Background: an optimization exercise with open tools, aiming at small area, a short achievable clock period and few clock cycles per item. Do not read the settings as production practice. RTL that was checked went through simulation tests only; none was proved equivalent to the original.

==> run a <==
Design precompute_pipe, start of the top module:
module precompute_pipe (
  input  logic    clk,
  input  logic    rst,
  input  logic    in_pass,
  input  logic [3:0]  in_op,
  input  logic [2:0]  in_ra0,
  input  logic [2:0]  in_ra1,
  input  logic [2:0]  in_wa,
  input  logic [15:0] in_imm,
  input  logic    hold,
  output logic    in_accept,
  output logic    out_vld,
  output logic [2:0]  out_wa,
  output logic [31:0] out_wdata
);
export LEC_CHECK = 0
export CAP_MARGIN = 20
export CORE_MARGIN = 2
export CORE_UTILIZATION = 40
export PLACE_DENSITY = 0.6
export SETUP_SLACK_MARGIN = 1.5
export SLEW_MARGIN = 20
create_clock -name core_clock -period 4.5 [get_ports {clk}]
run.sh (not shown) runs the stock make flow with config.mk's settings and CLKGATE_MAP_FILE= SYNTH_SCRIPT=/design/flow/synth_recipe.tcl, a recipe that flattens the netlist after the stock synthesis.
==> inputs of run b, as changes to run a <==
--- a/flow/config.mk
+++ b/flow/config.mk
@@ -9,5 +9,4 @@
 export CORE_MARGIN = 2
 export CORE_UTILIZATION = 40
 export PLACE_DENSITY = 0.6
-export SETUP_SLACK_MARGIN = 1.5
 export SLEW_MARGIN = 20
==> comparison table <==
| quantity | run b | run a |
|---|---|---|
| Run status | finished clean | finished clean |
| Peak fanout along the critical path | 17 | 8 |
| Violation count after the first detailed-routing iteration | 1,314 | 1,478 |
| Detail Route met3 WL | 2860 µm | 3020 µm |
| Final period util | 0.974 | 0.896 |
| Gp weighted congestion | 0.935 | 0.873 |
| Peak per-stage delay on the critical path | 0.51 ns | 0.52 ns |
| Clock tree skew after final layout | 0.0241 ns | 0.0165 ns |
| Fraction of area in multi-input gates | 0.301 | 0.319 |
| Fmax | 0.228 GHz | 0.248 GHz |
| Drt via density | 5.66 | 5.72 |
| Met2 track demand over resource | 0.331 | 0.348 |
| Met2 wire length | 36,200 µm | 38,900 µm |
Testbench counts of run a, summed over its fixed seeds: cycles 12,016, items 12,000.
Testbench counts of run b, summed over its fixed seeds: cycles 12,016, items 12,000.

---

==> 09-28: inputs <==
==> flow/design.v <==
`timescale 1ns/100ps
package pipe_pkg;
  typedef logic [32-1:0] word_t;
  typedef logic [3-1:0]  reg_t;
  typedef logic [16-1:0]  imm_t;
  typedef enum logic [3:0] {
    OP_AND  = 4'd0,
    OP_NOT  = 4'd1,
    OP_OR   = 4'd2,
    OP_XOR  = 4'd3,
    OP_ADD  = 4'd4,
    OP_SUB  = 4'd5,
    OP_MOV0 = 4'd6,
    OP_MOV1 = 4'd7,
    OP_MOVI = 4'd8
  } opcode_t;
  typedef enum logic {
    FWD_RF = 1'b0,
    FWD_S3 = 1'b1
  } fwd_sel_t;
endpackage
`timescale 1ns/100ps
module inst_queue #(
  parameter int DEPTH = 13
) (
  input  logic        clk,
  input  logic        rst,
  input  logic        in_pass,
  input  logic [19:0] in_enc,
  input  logic        h_adv,
  output logic        in_accept,
  output logic        h_vld,
  output logic [19:0] h_enc
);
  logic [19:0] mem [DEPTH];
  logic [3:0]  wr_ptr;
  logic [3:0]  rd_ptr;
  logic [3:0]  cnt;
  logic        full_r;
  logic        empty_r;
  logic push;
  logic h_free;
  logic buf_wr;
  logic buf_rd;
  logic [3:0] cnt_nxt;
  assign push   = in_pass & ~full_r;
  assign h_free = ~h_vld | h_adv;
  assign buf_rd = h_free & ~empty_r;
  assign buf_wr = push & ~(h_free & empty_r);
  always_comb begin
    cnt_nxt = cnt;
    if (buf_wr & ~buf_rd) cnt_nxt = cnt + 4'd1;
    else if (buf_rd & ~buf_wr) cnt_nxt = cnt - 4'd1;
  end
  always_ff @(posedge clk) begin
    if (rst) begin
      wr_ptr  <= '0;
      rd_ptr  <= '0;
      cnt     <= '0;
      full_r  <= 1'b0;
      empty_r <= 1'b1;
      h_vld   <= 1'b0;
    end else begin
      if (buf_wr) wr_ptr <= (wr_ptr == 4'(DEPTH - 1)) ? 4'd0 : wr_ptr + 4'd1;
      if (buf_rd) rd_ptr <= (rd_ptr == 4'(DEPTH - 1)) ? 4'd0 : rd_ptr + 4'd1;
      cnt     <= cnt_nxt;
      full_r  <= (cnt_nxt == 4'(DEPTH));
      empty_r <= (cnt_nxt == 4'd0);
      if (h_free) h_vld <= ~empty_r | push;
    end
  end
  always_ff @(posedge clk) begin
    if (!full_r) mem[wr_ptr] <= in_enc;
  end
  always_ff @(posedge clk) begin
    if (h_free) h_enc <= empty_r ? in_enc : mem[rd_ptr];
  end
  assign in_accept = ~full_r;
endmodule
`timescale 1ns/100ps
module reg_file #(
  parameter int W = 8
) (
  input  logic  clk,
  input  pipe_pkg::reg_t ra0,
  input  pipe_pkg::reg_t ra1,
  input  logic           wen,
  input  pipe_pkg::reg_t wa,
  input  logic [W-1:0]   wdata,
  output logic [W-1:0]   rdata0,
  output logic [W-1:0]   rdata1
);
  localparam int N_REGS = 1 << 3;
  logic [W-1:0] mem [N_REGS];
  always_ff @(posedge clk) begin
    if (wen) mem[wa] <= wdata;
  end
  assign rdata0 = mem[ra0];
  assign rdata1 = mem[ra1];
endmodule
`timescale 1ns/100ps
module issue_stage (
  input  pipe_pkg::opcode_t in_op,
  input  pipe_pkg::reg_t    in_ra0,
  input  pipe_pkg::reg_t    in_ra1,
  input  pipe_pkg::reg_t    in_wa,
  input  pipe_pkg::imm_t    in_imm,
  output logic [19:0]       enc
);
  logic       movi;
  logic       arith;
  logic       sub;
  logic [3:0] lut;
  always_comb begin
    movi  = 1'b0;
    arith = 1'b0;
    sub   = 1'b0;
    case (in_op)
      pipe_pkg::OP_AND:  lut = 4'b1000;
      pipe_pkg::OP_NOT:  lut = 4'b0011;
      pipe_pkg::OP_OR:   lut = 4'b1110;
      pipe_pkg::OP_XOR:  lut = 4'b0110;
      pipe_pkg::OP_ADD:  begin lut = 4'b0000; arith = 1'b1; end
      pipe_pkg::OP_SUB:  begin lut = 4'b0000; arith = 1'b1; sub = 1'b1; end
      pipe_pkg::OP_MOV0: lut = 4'b1100;
      pipe_pkg::OP_MOV1: lut = 4'b1010;
      pipe_pkg::OP_MOVI: begin lut = 4'b0000; movi = 1'b1; end
      default:           lut = 4'b1100;
    endcase
  end
  assign enc = {in_wa, movi,
                movi ? in_imm : {4'b0000, lut, arith, sub, in_ra1, in_ra0}};
endmodule
`timescale 1ns/100ps
module exec_unit #(
  parameter int N = 8
) (
  input  logic            clk,
  input  logic            rst,
  input  logic            hold,
  input  logic            h_vld,
  input  logic [19:0]     h_enc,
  output logic            h_adv,
  output logic            out_vld,
  output pipe_pkg::reg_t  out_wa,
  output pipe_pkg::word_t out_wdata
);
  localparam int W = 32 / N;
  logic [N-1:0]          v;
  logic [N-1:0][2:0]     wa;
  logic [N-1:0][2:0]     ra0;
  logic [N-1:0][2:0]     ra1;
  logic [N-1:0]          movi;
  logic [N-1:0][3:0]     lut;
  logic [N-1:0]          arith;
  logic [N-1:0]          sub;
  logic [N-1:0]          cin;
  logic [N-1:0]          fwd0;
  logic [N-1:0]          fwd1;
  logic [N-1:0][15:0]    imm;
  logic [N-1:0][W-1:0]   opa;
  logic [N-1:0][W-1:0]   opb;
  logic [N-1:0][W-1:0]   r;
  logic [N-1:0]          wbv;
  logic [N-1:0][2:0]     wbwa;
  logic [N-1:0][W-1:0]   sk;
  logic [N-1:0][W-1:0]   sl;
  logic [N-1:0][31:0]    cr;
  logic [31:0]           out_lo;
  logic [N-1:0]          in_v;
  logic [N-1:0][2:0]     in_wa;
  logic [N-1:0][2:0]     in_ra0;
  logic [N-1:0][2:0]     in_ra1;
  logic [N-1:0]          in_movi;
  logic [N-1:0][3:0]     in_lut;
  logic [N-1:0]          in_arith;
  logic [N-1:0]          in_sub;
  logic [N-1:0][15:0]    in_imm;
  logic [N-1:0][W-1:0]   rd0;
  logic [N-1:0][W-1:0]   rd1;
  logic [N-1:0]          byp0;
  logic [N-1:0]          byp1;
  logic [N-1:0]          ex;
  logic [N-1:0]          fr;
  logic [N-1:0][W-1:0]   a;
  logic [N-1:0][W-1:0]   b;
  logic [N-1:0][W-1:0]   res;
  logic [N-1:0]          cout;
  assign fr[N-1] = ~v[N-1] | ~hold;
  assign ex[N-1] = v[N-1] & ~hold;
  for (genvar k = 0; k < N - 1; k++) begin : g_adv
    assign fr[k] = ~v[k] | fr[k+1];
    assign ex[k] = v[k] & fr[k+1];
  end
  assign h_adv = fr[0];
  assign in_v[0]     = h_vld;
  assign in_wa[0]    = h_enc[19:17];
  assign in_ra0[0]   = h_enc[2:0];
  assign in_ra1[0]   = h_enc[5:3];
  assign in_movi[0]  = h_enc[16];
  assign in_lut[0]   = h_enc[16] ? 4'b1010 : h_enc[11:8];
  assign in_arith[0] = ~h_enc[16] & h_enc[7];
  assign in_sub[0]   = h_enc[6];
  assign in_imm[0]   = h_enc[15:0];
  for (genvar k = 1; k < N; k++) begin : g_in
    assign in_v[k]     = v[k-1];
    assign in_wa[k]    = wa[k-1];
    assign in_ra0[k]   = ra0[k-1];
    assign in_ra1[k]   = ra1[k-1];
    assign in_movi[k]  = movi[k-1];
    assign in_lut[k]   = lut[k-1];
    assign in_arith[k] = arith[k-1];
    assign in_sub[k]   = sub[k-1];
    assign in_imm[k]   = imm[k-1];
  end
  for (genvar k = 0; k < N; k++) begin : g_slice
    reg_file #(.W(W)) i_rf (
      .clk    (clk),
      .ra0    (in_ra0[k]),
      .ra1    (in_ra1[k]),
      .wen    (wbv[k]),
      .wa     (wbwa[k]),
      .wdata  (r[k]),
      .rdata0 (rd0[k]),
      .rdata1 (rd1[k])
    );
    always_ff @(posedge clk) begin
      if (rst) v[k] <= 1'b0;
      else if (fr[k]) v[k] <= in_v[k];
    end
    always_ff @(posedge clk) begin
      if (fr[k]) begin
        wa[k]    <= in_wa[k];
        ra0[k]   <= in_ra0[k];
        ra1[k]   <= in_ra1[k];
        movi[k]  <= in_movi[k];
        lut[k]   <= in_lut[k];
        arith[k] <= in_arith[k];
        sub[k]   <= in_sub[k];
        imm[k]   <= in_imm[k];
      end
    end
    assign byp0[k] = wbv[k] && (wbwa[k] == in_ra0[k]);
    assign byp1[k] = wbv[k] && (wbwa[k] == in_ra1[k]);
    always_ff @(posedge clk) begin
      fwd0[k] <= ex[k] && (wa[k] == in_ra0[k]);
      fwd1[k] <= ex[k] && (wa[k] == in_ra1[k]) && !in_movi[k];
    end
    always_ff @(posedge clk) begin
      if (fr[k] && !byp0[k])                opa[k] <= rd0[k];
      else if (fr[k] || fwd0[k])            opa[k] <= r[k];
      if (fr[k] && in_movi[k])              opb[k] <= (k * W < 16) ? W'(in_imm[k] >> (k * W)) : '0;
      else if (fr[k] && !byp1[k])           opb[k] <= rd1[k];
      else if (fr[k] || fwd1[k])            opb[k] <= r[k];
    end
    assign a[k] = fwd0[k] ? r[k] : opa[k];
    assign b[k] = fwd1[k] ? r[k] : opb[k];
    logic [W+1:0] s;
    logic [W-1:0] l;
    logic         c;
    if (k == 0) begin : g_c0
      assign c = sub[k];
    end else begin : g_cn
      assign c = cin[k];
    end
    assign s = {1'b0, a[k], 1'b1} + {1'b0, b[k] ^ {W{sub[k]}}, c};
    always_comb begin
      for (int i = 0; i < W; i++) begin
        l[i] = lut[k][{a[k][i], b[k][i]}];
      end
    end
    assign res[k]  = arith[k] ? s[W:1] : l;
    assign cout[k] = s[W+1];
    always_ff @(posedge clk) begin
      r[k]    <= res[k];
      wbwa[k] <= wa[k];
    end
    always_ff @(posedge clk) begin
      if (rst) wbv[k] <= 1'b0;
      else     wbv[k] <= ex[k];
    end
    always_ff @(posedge clk) begin
      if (wbv[k]) sk[k] <= r[k];
    end
    assign sl[k] = wbv[k] ? r[k] : sk[k];
    if (k > 0) begin : g_cin
      always_ff @(posedge clk) begin
        if (fr[k]) cin[k] <= cout[k-1];
      end
    end else begin : g_cin0
      assign cin[k] = 1'b0;
    end
    always_ff @(posedge clk) begin
      if (k < 2) cr[k] <= '0;
      else if (fr[k]) cr[k] <= cr[(k < 2) ? 0 : k-1] | (32'(sl[(k < 2) ? 0 : k-2]) << ((k < 2) ? 0 : (k-2) * W));
    end
  end
  always_ff @(posedge clk) begin
    if (rst) out_vld <= 1'b0;
    else     out_vld <= ex[N-1];
  end
  always_ff @(posedge clk) begin
    out_wa <= wa[N-1];
    out_lo <= cr[N-1] | (32'(sl[N-2]) << ((N-2) * W));
  end
  assign out_wdata = {r[N-1], out_lo[(N-1)*W-1:0]};
endmodule
`timescale 1ns/100ps
module precompute_pipe (
  input  logic    clk,
  input  logic    rst,
  input  logic    in_pass,
  input  logic [3:0]  in_op,
  input  logic [2:0]  in_ra0,
  input  logic [2:0]  in_ra1,
  input  logic [2:0]  in_wa,
  input  logic [15:0] in_imm,
  input  logic    hold,
  output logic    in_accept,
  output logic    out_vld,
  output logic [2:0]  out_wa,
  output logic [31:0] out_wdata
);
  logic [19:0] in_enc;
  logic        h_vld;
  logic [19:0] h_enc;
  logic        h_adv;
  issue_stage i_issue_stage (
    .in_op  (pipe_pkg::opcode_t'(in_op)),
    .in_ra0 (in_ra0),
    .in_ra1 (in_ra1),
    .in_wa  (in_wa),
    .in_imm (in_imm),
    .enc    (in_enc)
  );
  inst_queue #(.DEPTH(15 - 8)) i_inst_queue (
    .clk       (clk),
    .rst       (rst),
    .in_pass   (in_pass),
    .in_enc    (in_enc),
    .h_adv     (h_adv),
    .in_accept (in_accept),
    .h_vld     (h_vld),
    .h_enc     (h_enc)
  );
  exec_unit i_exec_unit (
    .clk       (clk),
    .rst       (rst),
    .hold      (hold),
    .h_vld     (h_vld),
    .h_enc     (h_enc),
    .h_adv     (h_adv),
    .out_vld   (out_vld),
    .out_wa    (out_wa),
    .out_wdata (out_wdata)
  );
endmodule
==> flow/run.sh <==
#!/bin/bash
# synth_recipe.tcl (not shown) runs the flow's synth.tcl, then flattens the netlist and writes it again
# the make line also repeats each setting of config.mk as NAME=value (left out here)
make -C /OpenROAD-flow-scripts/flow DESIGN_CONFIG=/design/flow/config.mk WORK_HOME=/design/flow/orfs CLKGATE_MAP_FILE= SYNTH_SCRIPT=/design/flow/synth_recipe.tcl finish
==> flow/config.mk <==
export PLATFORM = sky130hd
export DESIGN_NAME = precompute_pipe
export DESIGN_NICKNAME = precompute_pipe
export VERILOG_FILES = /design/flow/design.v
export SDC_FILE = /design/flow/constraint.sdc
export NUM_CORES = 4
export LEC_CHECK = 0
export CAP_MARGIN = 20
export CORE_MARGIN = 2
export CORE_UTILIZATION = 60
export CTS_CLUSTER_DIAMETER = 100
export CTS_CLUSTER_SIZE = 30
export PLACE_DENSITY = 0.75
export SETUP_SLACK_MARGIN = 2.4
export SLEW_MARGIN = 20
export TNS_END_PERCENT = 20
==> flow/constraint.sdc <==
create_clock -name core_clock -period 4.5 [get_ports {clk}]
set_input_delay 0.9000 -clock core_clock [delete_from_list [all_inputs] [get_ports {clk}]]
set_output_delay 0.9000 -clock core_clock [all_outputs]
set_load 0.01 [all_outputs]
==> 08-12 (differences from 09-28) <==
--- a/flow/design.v
+++ b/flow/design.v
@@ -37,5 +37,5 @@
   logic [3:0]  rd_ptr;
   logic [3:0]  cnt;
-  logic        full_r;
+  logic        nfull_r;
   logic        empty_r;
   logic push;
@@ -44,5 +44,5 @@
   logic buf_rd;
   logic [3:0] cnt_nxt;
-  assign push   = in_pass & ~full_r;
+  assign push   = in_pass & nfull_r;
   assign h_free = ~h_vld | h_adv;
   assign buf_rd = h_free & ~empty_r;
@@ -58,5 +58,5 @@
       rd_ptr  <= '0;
       cnt     <= '0;
-      full_r  <= 1'b0;
+      nfull_r <= 1'b1;
       empty_r <= 1'b1;
       h_vld   <= 1'b0;
@@ -65,5 +65,5 @@
       if (buf_rd) rd_ptr <= (rd_ptr == 4'(DEPTH - 1)) ? 4'd0 : rd_ptr + 4'd1;
       cnt     <= cnt_nxt;
-      full_r  <= (cnt_nxt == 4'(DEPTH));
+      nfull_r <= (cnt_nxt != 4'(DEPTH));
       empty_r <= (cnt_nxt == 4'd0);
       if (h_free) h_vld <= ~empty_r | push;
@@ -71,10 +71,10 @@
   end
   always_ff @(posedge clk) begin
-    if (!full_r) mem[wr_ptr] <= in_enc;
+    if (nfull_r) mem[wr_ptr] <= in_enc;
   end
   always_ff @(posedge clk) begin
     if (h_free) h_enc <= empty_r ? in_enc : mem[rd_ptr];
   end
-  assign in_accept = ~full_r;
+  assign in_accept = nfull_r;
 endmodule
 `timescale 1ns/100ps
@@ -155,4 +155,7 @@
   logic [N-1:0]          arith;
   logic [N-1:0]          sub;
+  logic [N-1:0]          cg;
+  logic [N-1:0]          cp;
+  logic [N-1:0]          cc;
   logic [N-1:0]          cin;
   logic [N-1:0]          fwd0;
@@ -187,4 +190,6 @@
   logic [N-1:0][W-1:0]   res;
   logic [N-1:0]          cout;
+  logic [N-1:0]          gg;
+  logic [N-1:0]          gp;
   assign fr[N-1] = ~v[N-1] | ~hold;
   assign ex[N-1] = v[N-1] & ~hold;
@@ -262,6 +267,7 @@
       assign c = sub[k];
     end else begin : g_cn
-      assign c = cin[k];
+      assign c = cg[k] | (cp[k] & cc[k]);
     end
+    assign cin[k] = c;
     assign s = {1'b0, a[k], 1'b1} + {1'b0, b[k] ^ {W{sub[k]}}, c};
     always_comb begin
@@ -272,7 +278,22 @@
     assign res[k]  = arith[k] ? s[W:1] : l;
     assign cout[k] = s[W+1];
+    logic [W-1:0] bx;
+    logic [W:0]   gc;
+    assign bx = b[k] ^ {W{sub[k]}};
+    always_comb begin
+      gc[0] = 1'b0;
+      for (int i = 0; i < W; i++) begin
+        gc[i+1] = (a[k][i] & bx[i]) | ((a[k][i] | bx[i]) & gc[i]);
+      end
+    end
+    assign gg[k] = gc[W];
+    assign gp[k] = &(a[k] ^ bx);
     always_ff @(posedge clk) begin
-      r[k]    <= res[k];
-      wbwa[k] <= wa[k];
+      r[k] <= res[k];
+    end
+    if (k < N - 1) begin : g_wbwa
+      assign wbwa[k] = wa[k+1];
+    end else begin : g_wbwa_last
+      assign wbwa[k] = out_wa;
     end
     always_ff @(posedge clk) begin
@@ -286,8 +307,14 @@
     if (k > 0) begin : g_cin
       always_ff @(posedge clk) begin
-        if (fr[k]) cin[k] <= cout[k-1];
+        if (fr[k]) begin
+          cg[k] <= gg[k-1];
+          cp[k] <= gp[k-1];
+          cc[k] <= cin[k-1];
+        end
       end
     end else begin : g_cin0
-      assign cin[k] = 1'b0;
+      assign cg[k] = 1'b0;
+      assign cp[k] = 1'b0;
+      assign cc[k] = 1'b0;
     end
     always_ff @(posedge clk) begin
--- a/flow/config.mk
+++ b/flow/config.mk
@@ -12,5 +12,4 @@
 export CTS_CLUSTER_SIZE = 30
 export PLACE_DENSITY = 0.75
-export SETUP_SLACK_MARGIN = 2.4
+export SETUP_SLACK_MARGIN = 2.5
 export SLEW_MARGIN = 20
-export TNS_END_PERCENT = 20
==> 07-09 (differences from 09-28) <==
==> flow/design.v, changed modules only <==
module exec_unit #(
  parameter int N = 4
) (
  input  logic            clk,
  input  logic            rst,
  input  logic            hold,
  input  logic            h_vld,
  input  logic [19:0]     h_enc,
  output logic            h_adv,
  output logic            out_vld,
  output pipe_pkg::reg_t  out_wa,
  output pipe_pkg::word_t out_wdata
);
  localparam int W = 32 / N;
  logic [N-1:0]          v;
  logic [N-1:0][2:0]     wa;
  logic [N-1:0][2:0]     ra0;
  logic [N-1:0][2:0]     ra1;
  logic [N-1:0]          movi;
  logic [N-1:0][3:0]     lut;
  logic [N-1:0]          arith;
  logic [N-1:0]          sub;
  logic [N-1:0]          cin;
  logic [N-1:0]          fwd0;
  logic [N-1:0]          fwd1;
  logic [N-1:0][15:0]    imm;
  logic [N-1:0][W-1:0]   opa;
  logic [N-1:0][W-1:0]   opb;
  logic [N-1:0][W-1:0]   r;
  logic [N-1:0][31:0]    cr;
  logic [31:0]           out_lo;
  logic [N-1:0]          in_v;
  logic [N-1:0][2:0]     in_wa;
  logic [N-1:0][2:0]     in_ra0;
  logic [N-1:0][2:0]     in_ra1;
  logic [N-1:0]          in_movi;
  logic [N-1:0][3:0]     in_lut;
  logic [N-1:0]          in_arith;
  logic [N-1:0]          in_sub;
  logic [N-1:0][15:0]    in_imm;
  logic [N-1:0][W-1:0]   rd0;
  logic [N-1:0][W-1:0]   rd1;
  logic [N-1:0]          ex;
  logic [N-1:0]          fr;
  logic [N-1:0][W-1:0]   a;
  logic [N-1:0][W-1:0]   b;
  logic [N-1:0][W-1:0]   res;
  logic [N-1:0]          cout;
  assign fr[N-1] = ~v[N-1] | ~hold;
  assign ex[N-1] = v[N-1] & ~hold;
  for (genvar k = 0; k < N - 1; k++) begin : g_adv
    assign fr[k] = ~v[k] | fr[k+1];
    assign ex[k] = v[k] & fr[k+1];
  end
  assign h_adv = fr[0];
  assign in_v[0]     = h_vld;
  assign in_wa[0]    = h_enc[19:17];
  assign in_ra0[0]   = h_enc[2:0];
  assign in_ra1[0]   = h_enc[5:3];
  assign in_movi[0]  = h_enc[16];
  assign in_lut[0]   = h_enc[16] ? 4'b1010 : h_enc[11:8];
  assign in_arith[0] = ~h_enc[16] & h_enc[7];
  assign in_sub[0]   = h_enc[6];
  assign in_imm[0]   = h_enc[15:0];
  for (genvar k = 1; k < N; k++) begin : g_in
    assign in_v[k]     = v[k-1];
    assign in_wa[k]    = wa[k-1];
    assign in_ra0[k]   = ra0[k-1];
    assign in_ra1[k]   = ra1[k-1];
    assign in_movi[k]  = movi[k-1];
    assign in_lut[k]   = lut[k-1];
    assign in_arith[k] = arith[k-1];
    assign in_sub[k]   = sub[k-1];
    assign in_imm[k]   = imm[k-1];
  end
  for (genvar k = 0; k < N; k++) begin : g_slice
    reg_file #(.W(W)) i_rf (
      .clk    (clk),
      .ra0    (in_ra0[k]),
      .ra1    (in_ra1[k]),
      .wen    (v[k]),
      .wa     (wa[k]),
      .wdata  (res[k]),
      .rdata0 (rd0[k]),
      .rdata1 (rd1[k])
    );
    always_ff @(posedge clk) begin
      if (rst) v[k] <= 1'b0;
      else if (fr[k]) v[k] <= in_v[k];
    end
    always_ff @(posedge clk) begin
      if (fr[k]) begin
        wa[k]    <= in_wa[k];
        ra0[k]   <= in_ra0[k];
        ra1[k]   <= in_ra1[k];
        movi[k]  <= in_movi[k];
        lut[k]   <= in_lut[k];
        arith[k] <= in_arith[k];
        sub[k]   <= in_sub[k];
        imm[k]   <= in_imm[k];
        fwd0[k]  <= ex[k] && (wa[k] == in_ra0[k]);
        fwd1[k]  <= ex[k] && (wa[k] == in_ra1[k]) && !in_movi[k];
        opa[k]   <= rd0[k];
        opb[k]   <= in_movi[k] ? ((k * W < 16) ? W'(in_imm[k] >> (k * W)) : '0) : rd1[k];
      end
    end
    assign a[k] = fwd0[k] ? r[k] : opa[k];
    assign b[k] = fwd1[k] ? r[k] : opb[k];
    logic [W+1:0] s;
    logic [W-1:0] l;
    logic         c;
    if (k == 0) begin : g_c0
      assign c = sub[k];
    end else begin : g_cn
      assign c = cin[k];
    end
    assign s = {1'b0, a[k], 1'b1} + {1'b0, b[k] ^ {W{sub[k]}}, c};
    always_comb begin
      for (int i = 0; i < W; i++) begin
        l[i] = lut[k][{a[k][i], b[k][i]}];
      end
    end
    assign res[k]  = arith[k] ? s[W:1] : l;
    assign cout[k] = s[W+1];
    always_ff @(posedge clk) begin
      if (ex[k]) r[k] <= res[k];
    end
    if (k > 0) begin : g_cin
      always_ff @(posedge clk) begin
        if (fr[k]) cin[k] <= cout[k-1];
      end
    end else begin : g_cin0
      assign cin[k] = 1'b0;
    end
    always_ff @(posedge clk) begin
      if (k < 2) cr[k] <= '0;
      else if (fr[k]) cr[k] <= cr[(k < 2) ? 0 : k-1] | (32'(r[(k < 2) ? 0 : k-2]) << ((k < 2) ? 0 : (k-2) * W));
    end
  end
  always_ff @(posedge clk) begin
    if (rst) out_vld <= 1'b0;
    else     out_vld <= ex[N-1];
  end
  always_ff @(posedge clk) begin
    out_wa <= wa[N-1];
    out_lo <= cr[N-1] | (32'(r[N-2]) << ((N-2) * W));
  end
  assign out_wdata = {r[N-1], out_lo[(N-1)*W-1:0]};
endmodule
module precompute_pipe (
  input  logic    clk,
  input  logic    rst,
  input  logic    in_pass,
  input  logic [3:0]  in_op,
  input  logic [2:0]  in_ra0,
  input  logic [2:0]  in_ra1,
  input  logic [2:0]  in_wa,
  input  logic [15:0] in_imm,
  input  logic    hold,
  output logic    in_accept,
  output logic    out_vld,
  output logic [2:0]  out_wa,
  output logic [31:0] out_wdata
);
  logic [19:0] in_enc;
  logic        h_vld;
  logic [19:0] h_enc;
  logic        h_adv;
  issue_stage i_issue_stage (
    .in_op  (pipe_pkg::opcode_t'(in_op)),
    .in_ra0 (in_ra0),
    .in_ra1 (in_ra1),
    .in_wa  (in_wa),
    .in_imm (in_imm),
    .enc    (in_enc)
  );
  inst_queue #(.DEPTH(15 - 4)) i_inst_queue (
    .clk       (clk),
    .rst       (rst),
    .in_pass   (in_pass),
    .in_enc    (in_enc),
    .h_adv     (h_adv),
    .in_accept (in_accept),
    .h_vld     (h_vld),
    .h_enc     (h_enc)
  );
  exec_unit i_exec_unit (
    .clk       (clk),
    .rst       (rst),
    .hold      (hold),
    .h_vld     (h_vld),
    .h_enc     (h_enc),
    .h_adv     (h_adv),
    .out_vld   (out_vld),
    .out_wa    (out_wa),
    .out_wdata (out_wdata)
  );
endmodule
--- a/flow/config.mk
+++ b/flow/config.mk
@@ -9,8 +9,5 @@
 export CORE_MARGIN = 2
 export CORE_UTILIZATION = 60
-export CTS_CLUSTER_DIAMETER = 100
-export CTS_CLUSTER_SIZE = 30
 export PLACE_DENSITY = 0.75
-export SETUP_SLACK_MARGIN = 2.4
+export SETUP_SLACK_MARGIN = 2.0
 export SLEW_MARGIN = 20
-export TNS_END_PERCENT = 20
==> run notes <==
item                                                                  08-12                                            07-09                             09-28
Critical path class                                              reg -> out                                       reg -> reg                        reg -> reg
Area of the multi-input gates                                   0.0137 mm^2                                      0.0121 mm^2                       0.0130 mm^2
Number of fillers in the final layout                                 4,383                                            3,241                             4,370
Minimum setup slack in the final design                             2450 ps                                          1540 ps                           2290 ps
Outcome                                            timing/DRC/antenna clean                         timing/DRC/antenna clean          timing/DRC/antenna clean
End point of the critical path                                out_wdata[28]  i_exec_unit.g_slice[1].i_rf.mem[1][7]$_DFFE_PP_  i_inst_queue.h_enc[17]$_DFFE_PN_
Vertical extent of the die                                           259 um                                           240 um                            258 um
EDFF count, synth                                                       714                                              692                               701
Number of well taps                                                     855                                              748                               855
Cell area after technology mapping                              0.0391 mm^2                                      0.0333 mm^2                       0.0386 mm^2
Share of layout cells above drive strength 1                          0.236                                            0.310                             0.213
Hold Startpoint                               i_exec_unit.cr[244]$_DFFE_PP_                     i_exec_unit.cr[97]$_DFFE_PP_     i_exec_unit.cr[239]$_DFFE_PP_
Testbench counts of 09-28, summed over its fixed seeds: cycles 12,080, items 12,000.
For 08-12 and 07-09, only the layout was checked, not whether the RTL still works.

afterwards: timing with drivers on the ports:
In the flow no input, the clock included, has a driving cell. The finished layouts below were timed again as built, in two steps.
Step 1: set_driving_cell puts a clkbuf_16 on clk and a buf_2 on each other input, an assumption about the parent block.
Step 2 times the ports against the registers' clock, not the clock port: input delays grow and output delays shrink by t, the midpoint of the rising clock arrivals with the driver on.
a / b / c = no drivers / after step 1 / after step 2; a / b = the first two.
run	shift t [ns]	setup slack, ns	worst setup path at the end	latest minus earliest clock arrival (ns)	worst data-port slew with drivers (ns)
run a	0.674	0.468 / 0.468 / 0.468	register to register	0.020 / 0.020	0.06
run b	0.677	0.118 / 0.118 / 0.118	register to register	0.029 / 0.029	0.06
09-28	0.663	2.285 / 2.265 / 1.811	input to register	0.026 / 0.026	0.06
08-12	0.659	2.454 / 2.392 / 1.882	input to register	0.035 / 0.034	0.06
07-09	0.674	1.539 / 1.539 / 1.508	input to register	0.028 / 0.029	0.08
After both steps every run listed still meets setup and hold. The setup slack of 08-12, which loses most, moves by -0.062 ns with the drivers and by -0.572 ns with both steps.
